This design comes from an exercise in tuning for a short achievable clock period and few clock cycles on the open sky130 flow, not from production work.
Function was checked by simulation only, so behaviour that the tests miss may differ from the original.
Power and IR drop assume default switching activity.

==> design.v <==
package cpu_pkg;
	localparam int xlen       = 32;
	localparam int reg_addr_w = 5;
	localparam logic [xlen-1:0]       reset_pc = 32'h0000_0000;
	localparam logic [reg_addr_w-1:0] link_reg = 5'd31;  
	localparam logic [5:0] op_special = 6'b000000;
	localparam logic [5:0] op_regimm  = 6'b000001;
	localparam logic [5:0] op_j       = 6'b000010;
	localparam logic [5:0] op_jal     = 6'b000011;
	localparam logic [5:0] op_beq     = 6'b000100;
	localparam logic [5:0] op_bne     = 6'b000101;
	localparam logic [5:0] op_blez    = 6'b000110;
	localparam logic [5:0] op_bgtz    = 6'b000111;
	localparam logic [5:0] op_addiu   = 6'b001001;
	localparam logic [5:0] op_slti    = 6'b001010;
	localparam logic [5:0] op_sltiu   = 6'b001011;
	localparam logic [5:0] op_andi    = 6'b001100;
	localparam logic [5:0] op_ori     = 6'b001101;
	localparam logic [5:0] op_xori    = 6'b001110;
	localparam logic [5:0] op_lui     = 6'b001111;
	localparam logic [5:0] op_lb      = 6'b100000;
	localparam logic [5:0] op_lw      = 6'b100011;
	localparam logic [5:0] op_lbu     = 6'b100100;
	localparam logic [5:0] op_sb      = 6'b101000;
	localparam logic [5:0] op_sw      = 6'b101011;
	localparam logic [5:0] fn_sll  = 6'b000000;
	localparam logic [5:0] fn_srl  = 6'b000010;
	localparam logic [5:0] fn_sra  = 6'b000011;
	localparam logic [5:0] fn_sllv = 6'b000100;
	localparam logic [5:0] fn_srlv = 6'b000110;
	localparam logic [5:0] fn_srav = 6'b000111;
	localparam logic [5:0] fn_jr   = 6'b001000;
	localparam logic [5:0] fn_jalr = 6'b001001;
	localparam logic [5:0] fn_addu = 6'b100001;
	localparam logic [5:0] fn_subu = 6'b100011;
	localparam logic [5:0] fn_and  = 6'b100100;
	localparam logic [5:0] fn_or   = 6'b100101;
	localparam logic [5:0] fn_xor  = 6'b100110;
	localparam logic [5:0] fn_nor  = 6'b100111;
	localparam logic [5:0] fn_slt  = 6'b101010;
	localparam logic [5:0] fn_sltu = 6'b101011;
	localparam logic [4:0] rt_bltz = 5'b00000;  
	localparam logic [4:0] rt_bgez = 5'b00001;
	typedef enum logic [3:0] {
		alu_add, alu_sub, alu_and, alu_or, alu_nor, alu_xor,
		alu_slt, alu_sltu, alu_sll, alu_srl, alu_sra, alu_lui
	} alu_op_e;
	typedef enum logic [3:0] {
		st_init, st_fetch, st_inst_wait, st_decode, st_execute,
		st_store, st_load, st_read_wait, st_write_back
	} cpu_state_e;
	typedef enum logic [1:0] {src1_rs, src1_shamt, src1_pc} src1_sel_e;
	typedef enum logic [1:0] {src2_rt, src2_simm, src2_zimm, src2_eight} src2_sel_e;
	typedef enum logic [3:0] {
		br_none, br_beq, br_bne, br_bgez, br_bgtz, br_blez, br_bltz,
		br_jump, br_jump_reg
	} br_kind_e;
	typedef struct packed {
		alu_op_e                 alu_op;
		src1_sel_e               src1_sel;
		src2_sel_e               src2_sel;
		br_kind_e                br_kind;
		logic                    reg_write;
		logic [reg_addr_w-1:0]   dest;
		logic                    is_load;
		logic                    is_store;
		logic                    byte_access;
		logic                    load_unsigned;
	} ctrl_t;
	typedef struct packed {
		logic            read;
		logic            write;
		logic [3:0]      strb;
		logic [xlen-1:0] addr;  
		logic [xlen-1:0] wdata;
	} mem_req_t;
endpackage
`timescale 1ns/10ps
import cpu_pkg::*;
module inst_decode (
	input  logic [cpu_pkg::xlen-1:0] inst,
	output cpu_pkg::ctrl_t           dec
);
	logic [5:0] opcode;
	logic [4:0] rs, rt, rd, sa;
	logic [5:0] funct;
	assign opcode = inst[31:26];
	assign rs     = inst[25:21];
	assign rt     = inst[20:16];
	assign rd     = inst[15:11];
	assign sa     = inst[10:6];
	assign funct  = inst[5:0];
	always_comb begin
		dec.alu_op        = alu_add;
		dec.src1_sel      = src1_rs;
		dec.src2_sel      = src2_rt;
		dec.br_kind       = br_none;
		dec.reg_write     = 1'b0;  
		dec.dest          = rd;
		dec.is_load       = 1'b0;
		dec.is_store      = 1'b0;
		dec.byte_access   = 1'b0;
		dec.load_unsigned = 1'b0;
		case (opcode)
			op_special: begin
				case (funct)
					fn_sll: begin
						dec.alu_op    = alu_sll;
						dec.src1_sel  = src1_shamt;
						dec.reg_write = rs == 5'd0;
					end
					fn_srl: begin
						dec.alu_op    = alu_srl;
						dec.src1_sel  = src1_shamt;
						dec.reg_write = rs == 5'd0;
					end
					fn_sra: begin
						dec.alu_op    = alu_sra;
						dec.src1_sel  = src1_shamt;
						dec.reg_write = rs == 5'd0;
					end
					fn_sllv: {dec.alu_op, dec.reg_write} = {alu_sll, sa == 5'd0};
					fn_srlv: {dec.alu_op, dec.reg_write} = {alu_srl, sa == 5'd0};
					fn_srav: {dec.alu_op, dec.reg_write} = {alu_sra, sa == 5'd0};
					fn_addu: {dec.alu_op, dec.reg_write} = {alu_add, sa == 5'd0};
					fn_subu: {dec.alu_op, dec.reg_write} = {alu_sub, sa == 5'd0};
					fn_and:  {dec.alu_op, dec.reg_write} = {alu_and, sa == 5'd0};
					fn_or:   {dec.alu_op, dec.reg_write} = {alu_or, sa == 5'd0};
					fn_xor:  {dec.alu_op, dec.reg_write} = {alu_xor, sa == 5'd0};
					fn_nor:  {dec.alu_op, dec.reg_write} = {alu_nor, sa == 5'd0};
					fn_slt:  {dec.alu_op, dec.reg_write} = {alu_slt, sa == 5'd0};
					fn_sltu: {dec.alu_op, dec.reg_write} = {alu_sltu, sa == 5'd0};
					fn_jr: begin
						if (rt == 5'd0 && rd == 5'd0)
							dec.br_kind = br_jump_reg;
					end
					fn_jalr: begin
						if (rt == 5'd0) begin
							dec.br_kind   = br_jump_reg;
							dec.reg_write = 1'b1;
							dec.dest      = link_reg;
							dec.src1_sel  = src1_pc;  
							dec.src2_sel  = src2_eight;
						end
					end
					default: ;
				endcase
			end
			op_regimm: begin
				if (rt == rt_bltz)
					dec.br_kind = br_bltz;
				else if (rt == rt_bgez)
					dec.br_kind = br_bgez;
			end
			op_j: dec.br_kind = br_jump;
			op_jal: begin
				dec.br_kind   = br_jump;
				dec.reg_write = 1'b1;
				dec.dest      = link_reg;
				dec.src1_sel  = src1_pc;
				dec.src2_sel  = src2_eight;
			end
			op_beq:  dec.br_kind = br_beq;
			op_bne:  dec.br_kind = br_bne;
			op_blez: dec.br_kind = rt == 5'd0 ? br_blez : br_none;
			op_bgtz: dec.br_kind = rt == 5'd0 ? br_bgtz : br_none;
			op_addiu, op_slti, op_sltiu, op_andi, op_ori, op_xori: begin
				dec.reg_write = 1'b1;
				dec.dest      = rt;
				case (opcode)
					op_slti:  {dec.alu_op, dec.src2_sel} = {alu_slt, src2_simm};
					op_sltiu: {dec.alu_op, dec.src2_sel} = {alu_sltu, src2_simm};
					op_andi:  {dec.alu_op, dec.src2_sel} = {alu_and, src2_zimm};
					op_ori:   {dec.alu_op, dec.src2_sel} = {alu_or, src2_zimm};
					op_xori:  {dec.alu_op, dec.src2_sel} = {alu_xor, src2_zimm};
					default:  {dec.alu_op, dec.src2_sel} = {alu_add, src2_simm};
				endcase
			end
			op_lui: begin
				dec.alu_op    = alu_lui;
				dec.src2_sel  = src2_zimm;
				dec.reg_write = rs == 5'd0;
				dec.dest      = rt;
			end
			op_lw, op_lb, op_lbu: begin
				dec.src2_sel      = src2_simm;  
				dec.reg_write     = 1'b1;
				dec.dest          = rt;
				dec.is_load       = 1'b1;
				dec.byte_access   = opcode != op_lw;
				dec.load_unsigned = opcode == op_lbu;
			end
			op_sw, op_sb: begin
				dec.src2_sel    = src2_simm;
				dec.is_store    = 1'b1;
				dec.byte_access = opcode == op_sb;
			end
			default: ;
		endcase
	end
endmodule
`timescale 1ns/10ps
import cpu_pkg::*;
module alu (
	input  logic [cpu_pkg::xlen-1:0] a,
	input  logic [cpu_pkg::xlen-1:0] b,
	input  cpu_pkg::alu_op_e         op,
	output logic [cpu_pkg::xlen-1:0] result
);
	logic [4:0] shamt;
	assign shamt = a[4:0];  
	always_comb begin
		case (op)
			alu_add:  result = a + b;
			alu_sub:  result = a - b;
			alu_and:  result = a & b;
			alu_or:   result = a | b;
			alu_nor:  result = ~(a | b);
			alu_xor:  result = a ^ b;
			alu_slt:  result = {{(xlen-1){1'b0}}, $signed(a) < $signed(b)};
			alu_sltu: result = {{(xlen-1){1'b0}}, a < b};
			alu_sll:  result = b << shamt;
			alu_srl:  result = b >> shamt;
			alu_sra:  result = $signed(b) >>> shamt;
			alu_lui:  result = b << 16;
			default:  result = '0;
		endcase
	end
endmodule
`timescale 1ns/10ps
import cpu_pkg::*;
module reg_file (
	input  logic                           clk,
	input  logic                           rst,
	input  logic [cpu_pkg::reg_addr_w-1:0] raddr1,
	input  logic [cpu_pkg::reg_addr_w-1:0] raddr2,
	input  logic [cpu_pkg::reg_addr_w-1:0] waddr,
	input  logic                           wen,
	input  logic [cpu_pkg::xlen-1:0]       wdata,
	output logic [cpu_pkg::xlen-1:0]       rdata1,
	output logic [cpu_pkg::xlen-1:0]       rdata2
);
	logic [xlen-1:0] regs [1 << reg_addr_w];
	always_ff @(posedge clk) begin
		if (rst) begin
			for (int i = 0; i < (1 << reg_addr_w); i++)
				regs[i] <= '0;
		end else if (wen && waddr != '0) begin
			regs[waddr] <= wdata;
		end
	end
	assign rdata1 = raddr1 == '0 ? '0 : regs[raddr1];  
	assign rdata2 = raddr2 == '0 ? '0 : regs[raddr2];
endmodule
`timescale 1ns/10ps
import cpu_pkg::*;
module cycle_ctrl (
	input  logic                 clk,
	input  logic                 rst,
	input  cpu_pkg::ctrl_t       dec,
	input  logic                 inst_req_ack,
	input  logic                 inst_valid,
	input  logic                 mem_req_ack,
	input  logic                 read_data_valid,
	output cpu_pkg::cpu_state_e  state,
	output logic                 inst_req_valid,
	output logic                 inst_ack,
	output logic                 mem_read,
	output logic                 mem_write,
	output logic                 read_data_ack
);
	cpu_pkg::cpu_state_e state_nx;
	always_ff @(posedge clk) begin
		if (rst)
			state <= st_init;
		else
			state <= state_nx;
	end
	always_comb begin
		state_nx = state;
		case (state)
			st_init: state_nx = st_fetch;
			st_fetch: begin
				if (inst_req_valid && inst_req_ack)
					state_nx = st_inst_wait;
			end
			st_inst_wait: begin
				if (inst_ack && inst_valid)
					state_nx = st_decode;
			end
			st_decode: state_nx = st_execute;
			st_execute: begin
				if (dec.is_store)
					state_nx = st_store;
				else if (dec.is_load)
					state_nx = st_load;
				else if (dec.reg_write)
					state_nx = st_write_back;  
				else
					state_nx = st_fetch;  
			end
			st_store: begin
				if (mem_write && mem_req_ack)
					state_nx = st_fetch;
			end
			st_load: begin
				if (mem_read && mem_req_ack)
					state_nx = st_read_wait;
			end
			st_read_wait: begin
				if (read_data_ack && read_data_valid)
					state_nx = st_write_back;
			end
			st_write_back: state_nx = st_fetch;
			default: state_nx = st_init;
		endcase
	end
	assign inst_req_valid = state == st_fetch;
	assign inst_ack       = state == st_inst_wait;
	assign mem_write      = state == st_store;
	assign mem_read       = state == st_load;
	assign read_data_ack  = state == st_read_wait;
endmodule
`timescale 1ns/10ps
import cpu_pkg::*;
module byte_lane (
	input  logic [1:0]               addr_low,
	input  logic                     byte_access,
	input  logic                     load_unsigned,
	input  logic [cpu_pkg::xlen-1:0] store_data,
	input  logic [cpu_pkg::xlen-1:0] mem_word,
	output logic [3:0]               strb,
	output logic [cpu_pkg::xlen-1:0] wdata,
	output logic [cpu_pkg::xlen-1:0] load_result
);
	logic [7:0] ld_byte;
	logic       ld_sign;
	assign strb  = byte_access ? 4'b0001 << addr_low : 4'b1111;
	assign wdata = byte_access ? {4{store_data[7:0]}} : store_data;
	assign ld_byte = mem_word[{addr_low, 3'b000} +: 8];
	assign ld_sign = ld_byte[7] & ~load_unsigned;  
	always_comb begin
		if (byte_access)
			load_result = {{(xlen-8){ld_sign}}, ld_byte};
		else
			load_result = mem_word;
	end
endmodule
`timescale 1ns/10ps
import cpu_pkg::*;
module mips_cpu (
	input  logic                     clk,
	input  logic                     rst,
	output logic [cpu_pkg::xlen-1:0] pc,
	output logic                     inst_req_valid,
	input  logic                     inst_req_ack,
	input  logic [cpu_pkg::xlen-1:0] instruction,
	input  logic                     inst_valid,
	output logic                     inst_ack,
	output logic                     mem_req_read,
	output logic                     mem_req_write,
	output logic [3:0]               mem_req_strb,
	output logic [cpu_pkg::xlen-1:0] mem_req_addr,
	output logic [cpu_pkg::xlen-1:0] mem_req_wdata,
	input  logic                     mem_req_ack,
	input  logic [cpu_pkg::xlen-1:0] read_data,
	input  logic                     read_data_valid,
	output logic                     read_data_ack
);
	cpu_pkg::cpu_state_e      state;
	cpu_pkg::ctrl_t           dec;
	logic            mem_read, mem_write;
	logic [xlen-1:0] next_pc, pc_plus4, br_target;
	logic            br_taken, pc_load;
	logic [xlen-1:0] inst_reg, rdata_reg;
	logic [4:0]      rs, rt, sa;
	logic [15:0]     imm;
	logic [xlen-1:0] rs_value, rt_value;
	logic [xlen-1:0] alu_a, alu_b, alu_result, rf_wdata;
	logic [3:0]      lane_strb;
	logic [xlen-1:0] lane_wdata, load_result;
	assign rs  = inst_reg[25:21];
	assign rt  = inst_reg[20:16];
	assign sa  = inst_reg[10:6];
	assign imm = inst_reg[15:0];
	cycle_ctrl u_ctrl (
		.clk, .rst, .dec, .inst_req_ack, .inst_valid, .mem_req_ack, .read_data_valid,
		.state, .inst_req_valid, .inst_ack, .mem_read, .mem_write, .read_data_ack
	);
	inst_decode u_dec (.inst(inst_reg), .dec);
	reg_file u_rf (
		.clk, .rst, .raddr1(rs), .raddr2(rt), .waddr(dec.dest),
		.wen(dec.reg_write && state == st_write_back),
		.wdata(rf_wdata), .rdata1(rs_value), .rdata2(rt_value)
	);
	alu u_alu (.a(alu_a), .b(alu_b), .op(dec.alu_op), .result(alu_result));
	byte_lane u_lane (
		.addr_low(alu_result[1:0]), .byte_access(dec.byte_access),
		.load_unsigned(dec.load_unsigned), .store_data(rt_value), .mem_word(rdata_reg),
		.strb(lane_strb), .wdata(lane_wdata), .load_result(load_result)
	);
	assign pc_plus4 = pc + 32'd4;
	always_comb begin
		case (dec.br_kind)
			br_beq:  br_taken = rs_value == rt_value;
			br_bne:  br_taken = rs_value != rt_value;
			br_bgez: br_taken = ~rs_value[31];
			br_bgtz: br_taken = ~rs_value[31] && rs_value != '0;
			br_blez: br_taken = rs_value[31] || rs_value == '0;
			br_bltz: br_taken = rs_value[31];
			br_jump, br_jump_reg: br_taken = 1'b1;
			default: br_taken = 1'b0;
		endcase
		case (dec.br_kind)
			br_jump:     br_target = {pc[31:28], inst_reg[25:0], 2'b00};
			br_jump_reg: br_target = rs_value;
			default:     br_target = pc_plus4 + {{14{imm[15]}}, imm, 2'b00};  
		endcase
	end
	assign pc_load = state == st_write_back || (mem_write && mem_req_ack) ||
		(state == st_execute && !dec.is_store && !dec.is_load && !dec.reg_write);
	always_ff @(posedge clk) begin
		if (rst) begin
			pc      <= reset_pc;
			next_pc <= reset_pc;
		end else begin
			if (state == st_decode)
				next_pc <= br_taken ? br_target : pc_plus4;
			if (pc_load)
				pc <= next_pc;
		end
	end
	always_ff @(posedge clk) begin
		if (inst_ack && inst_valid)
			inst_reg <= instruction;
		if (read_data_ack && read_data_valid)
			rdata_reg <= read_data;
	end
	always_comb begin
		case (dec.src1_sel)
			src1_shamt: alu_a = {{(xlen-5){1'b0}}, sa};
			src1_pc:    alu_a = pc;
			default:    alu_a = rs_value;
		endcase
		case (dec.src2_sel)
			src2_simm:  alu_b = {{16{imm[15]}}, imm};
			src2_zimm:  alu_b = {16'h0000, imm};
			src2_eight: alu_b = 32'd8;  
			default:    alu_b = rt_value;
		endcase
	end
	assign rf_wdata = dec.is_load ? load_result : alu_result;
	assign mem_req_read  = mem_read;
	assign mem_req_write = mem_write;
	assign mem_req_strb  = mem_write ? lane_strb : 4'b0000;
	assign mem_req_addr  = {alu_result[31:2], 2'b00};
	assign mem_req_wdata = lane_wdata;
endmodule
==> run.sh <==
#!/bin/bash
# synth_recipe.tcl (not shown) runs the flow's synth.tcl, then flattens the netlist and writes it again
# the make line also repeats each setting of config.mk as NAME=value (left out here)
make -C /OpenROAD-flow-scripts/flow DESIGN_CONFIG=/design/flow/config.mk WORK_HOME=/design/flow/orfs CLKGATE_MAP_FILE= SYNTH_SCRIPT=/design/flow/synth_recipe.tcl finish
==> config.mk <==
export PLATFORM = sky130hd
export DESIGN_NAME = mips_cpu
export DESIGN_NICKNAME = mips_cpu
export VERILOG_FILES = /design/flow/design.v
export SDC_FILE = /design/flow/constraint.sdc
export NUM_CORES = 4
export LEC_CHECK = 0
export CAP_MARGIN = 20
export CORE_MARGIN = 2
export CORE_UTILIZATION = 40
export PLACE_DENSITY = 0.6
export SLEW_MARGIN = 20
==> constraint.sdc <==
create_clock -name core_clock -period 11.0 [get_ports {clk}]
set_input_delay 2.2000 -clock core_clock [delete_from_list [all_inputs] [get_ports {clk}]]
set_output_delay 2.2000 -clock core_clock [all_outputs]
set_load 0.01 [all_outputs]
==> impl.org <==
** Status
- Run status :: finished clean

** Critical path
- Cells along the critical path :: buf_4 -> or3_1 -> or4_4 -> o31a_2 -> clkinv_2 -> ha_1 -> buf_4 -> nand2_1 -> o21ai_0 -> ha_1 -> nand2b_1 -> a21o_1 -> and3_1 -> a2111o_1 -> and2_1 -> a311o_1 -> a221o_1 -> a221o_1 -> a31oi_1 -> nor3_1 -> or4_1 -> clkdlybuf4s50_1
- CP Capture Type :: output port
- For the worst flop-to-flop path, the logic depth is 28.
- Nature of the critical path startpoint :: flip-flop
- Minimum setup slack among reg-to-reg paths :: 1.92 ns
- Critical path required time :: between 8 and 9 ns
- Maximum fanout encountered on the critical timing path :: 16
- Data on the critical path arrives at its endpoint at around 8.6 ns.
- The most critical setup path has its startpoint at inst_reg[31].
- The startpoint identified for the worst register-to-register timing path is inst_reg[31].
- The largest individual stage delay along the critical path comes from the cell o21ai_0.
- The setup path with the least slack is of type flip-flop to output port.
- Reg-to-reg critical path endpoint :: u_rf.regs[25][29]
- In this run the worst setup path terminates at mem_req_addr[30].
- Delay contributed by the slowest stage of the critical path :: roughly 0.9 ns

** Clock network
- Buffers inserted during clock tree synthesis total 134.
- CTS root buf :: clkbuf_16
- The clock reaches the later pin of the worst-skew pair after just over 0.8 ns.
- Hold Buf Count CTS :: 0
- H-tree depth reported by CTS :: 4
- TritonCTS built the clock tree.
- Bufs on Longest Clock Path :: 3
- Clock-pin slew was measured on the worst setup and hold paths at ~0.060 ns.
- Counting every sink on the clock net gives about 1,200.

** Place
- Last weighted congestion value of the routability-driven placer :: roughly 1.1
- Half-perimeter wire length after placement :: approximately 250,000 um
- Number of buffers inserted by port buffering :: roughly 170

** Logic synthesis
- For this run, the register share of the synthesized area comes to 0.446.
- Fraction of synthesized cell area taken by the top area cell type :: 0.426
- Synth Flop Type :: edfxtp_1
- Summing every instance area after synthesis gives around 77,000 sq um.
- Averaged over all synthesized cells, the footprint is 11.8 sq um.
- Area leader, netlist :: edfxtp_1
- Gate Count Post-Synth :: 6,520
- Main area contributors after synthesis :: edfxtp_1 43%, mux4_2 14%, a211oi_1 6.2%
- Number of enable flip-flop cells after synthesis :: 1,088
- Number of distinct library cells after synthesis :: 93
- Total number of yosys warnings :: 6
- Async S/R FF share, synth :: 0
- Total of flip-flops plus latches after synthesis :: 1,166

** Power
- Power spread over the standard cell area amounts to between 200 and 250 nW/um^2.
- Worst voltage drop across the vdd grid :: 164 uV
- Clock power share :: 0.240
- The share of total power dissipated in sequential elements is 0.278.
- Of the total power, combinational logic draws 0.482.
- The analysis attributes to cell leakage a power of approximately 0.030 uW.
- Switching share of total power :: 0.447
- In this run the power spent charging and discharging nets is 8310 uW.
- Summing internal, switching and leakage power gives approximately 19,000 uW.
- Internal power :: ~10,000 uW

** Final layout
- Area growth from synthesis to layout :: 13.4%
- Most flop-heavy register :: u_rf.regs
- After the last flow step, the layout net total stands at 6,699.
- Summing all flip-flop and latch instances after layout gives between 30,000 and 40,000 sq um.
- Most frequent cells in the layout :: 1,088 x edfxtp_1, 629 x a211oi_1, 496 x nor2_1
- In the final layout, the share of cells above drive strength 1 is 0.228.
- Leaving out fill and tap cells, the most frequent cell in the layout is edfxtp_1.
- Area used by multi-input combinational logic :: 39,900 sq um
- The register with the most flip-flops in the layout has around 1,000 of them.
- Layout fillers :: roughly 17,000

** Global routing
- Vias in the first global route :: ~63,000
- The number of antenna violations at the first check in global routing was 23.
- Gr usage total :: 0.375
- GR Overflow Total :: 0
- Wire length of the first global-routing pass :: between 500,000 and 600,000 um
- Pin count of the biggest net entering global routing :: 214

** Floorplan
- From bottom edge to top edge, the die measures roughly 440 um.
- Floorplan Core Area :: around 190,000 sq um
- The die covers approximately 200,000 sq um.
- Initial cell density of the core :: 0.403
- From left edge to right edge, the die measures between 400 and 500 um.
- about 180 I/O pins were placed.
- Row generation in the floorplan step produced 160 rows.

** Worst hold path
- Min-Delay Path Class :: flip-flop to flip-flop

** STA
- The routed design could run at a clock period as short as 10.82 ns.
- For this run, the top clock speed supported by timing is a little over 90 MHz.
- The final-report hold violation count came to 0.
- Dividing the final minimum period by the clock period gives 0.984.
- The clock arrives with ~0.037 ns of skew.
- Max Slew Vio Count :: 0
- Number of setup violations in the final report :: 0
- In this run the tightest slew margin relative to its limit is 0.167.
- RSZ-0062 raised after global routing :: no
- For the final routed database, the setup TNS stands at 0 ns.
- For the pin with the worst max-slew slack, the measured transition is 1.24 ns.

** Detailed routing
- Avg WL per Cell :: 41.2 um
- Via count :: about 66,000
- In the routed design, unresolved DRC markers number 0.
- Sum of routed wire length over all layers :: approximately 380,000 um
- Pre-Repair DR Iteration Count :: 9
- In this run, the number of DRC markers left after iteration 0 of detailed routing was ~11,000.
- Via-per-instance ratio :: between 7 and 8
- Count of antenna-violating nets left after detailed routing :: 0

** Job
- MaxCap Viol Count :: 0
## layer usage
metal / track usage / wire length (um)
met5: 0 / 121
met4: 0.302 / 36800
met3: 0.126 / 49400
met2: 0.552 / 162000
met1: 0.450 / 128000
## critical path, delay by kind of cell, from the launching register on
| kind | cells | cell delay [ns] |
|---|---|---|
| compound gates | 8 | 3.32 |
| fa+ha+maj | 2 | 0.58 |
| buf+inv | 4 | 1.23 |
| flops | 1 | 0.37 |
| simple gates | 8 | 2.29 |
## cell type report
class | count | area share
antenna | 14 | 0.000403
inverter | 121 | 0.00523
clock inverter | 68 | 0.00638
sequential | 1166 | 0.394
tap | 2511 | 0.0361
multi-input combinational | 4511 | 0.458
clock buffer | 175 | 0.0424
timing repair buffer | 559 | 0.0577
## worst min path at each step
stage,startpoint,end,slack [ns],depth (start not counted)
after floorplan,next_pc[30],next_pc[30],0.42,2
after global placement,next_pc[30],next_pc[30],0.44,2
after detailed placement,next_pc[30],next_pc[30],0.45,2
after CTS,next_pc[2],next_pc[2],0.46,2
after global routing,next_pc[29],next_pc[29],0.49,2
final,next_pc[2],next_pc[2],0.45,2
## logic make-up (layout without fill, tap and decap cells)
kind of cell | after synthesis | count (layout) | share of synthesized area
adders and majority gates | 136 | 136 | 0.0225
xor gates and xnor gates | 92 | 92 | 0.0105
muxes | 859 | 859 | 0.192
other | 1 | 48 | 0.0000489
DFF | 1166 | 1166 | 0.446
AOI/OAI and AO/OA | 1988 | 1988 | 0.196
buffers and inverters | 876 | 923 | 0.0475
and+or+nand+nor | 1402 | 1402 | 0.0848
## cells in the mapped netlist, drive strengths merged, types with 36 or more instances
library cell / instances
buf: 257
a31oi: 36
ha: 133
mux2i: 321
nand2b: 60
o21ai: 216
mux4: 486
a21oi: 241
and3: 45
clkbuf: 498
xnor2: 58
inv: 117
a21o: 49
nor3: 63
edfxtp: 1088
a221oi: 52
nand2: 369
o211ai: 62
dfxtp: 78
mux2: 52
o221ai: 38
nand3b: 40
o22ai: 43
nand3: 104
a22oi: 152
nor2: 521
a211oi: 805
## power groups by stage
stage | clock (uW) | sequential (uW) | combinational, uW
after CTS | 4460 | 5170 | 8470
final | 4460 | 5170 | 8950
after detailed placement | 0 | 5260 | 8440
after floorplan | 0 | 5150 | 4860
after global placement | 0 | 5250 | 8420
after global routing | 4620 | 5180 | 9150
## metrics by stage
step | utilization | area, sq um | setup slack, ns | cells | hold WS (ns)
6_report | 0.457 | 87000 | 0.175 | 9125 | 0.455
5_1_grt | 0.457 | 87000 | 0.0447 | 9112 | 0.485
4_1_cts | 0.456 | 86800 | 0.0189 | 9103 | 0.458
3_3_place_gp | 0.433 | 82500 | 0.892 | 8855 | 0.437
3_5_place_dp | 0.434 | 82600 | 0.891 | 8860 | 0.449
2_1_floorplan | - | 76900 | 1.36 | 6553 | 0.424
## what timing repair did
item / in CTS / in global routing
resized for setup: 0 / 4
endpoints found under the setup margin: 0 / 5
setup buffers: 0 / 5
Testbench counts, summed over its fixed seeds: cycles 11,622.

==> port drivers added, routing unchanged <==
The flow's constraints put no driver on any port. The routed layout listed below was extracted and timed again, unchanged, in two steps.
Step 1 sets driving cells, clkbuf_16 on the clock port and buf_2 on the other inputs (assumed; they add their load-dependent delay and slew).
Step 2 adds t to the input delays and takes it off the output delays; t is the mean of the earliest and latest rising clock arrival at the registers after step 1. Input paths then give back, and output paths get back, about the clock's delay inside the block.
Slacks: ideal ports / drivers / drivers and shift; pairs: ideal ports / drivers.
t, ns: 0.879
slack for setup (ns): 0.175 / 0.092 / 0.972
worst setup path after step 2: register to output
worst register clock-pin slew, ns: 0.07 / 0.07
pins driven straight from the clock port: 1
After both steps setup and hold are still met in this run. The setup slack of this run moves by -0.083 ns with the drivers and by +0.797 ns with both steps.
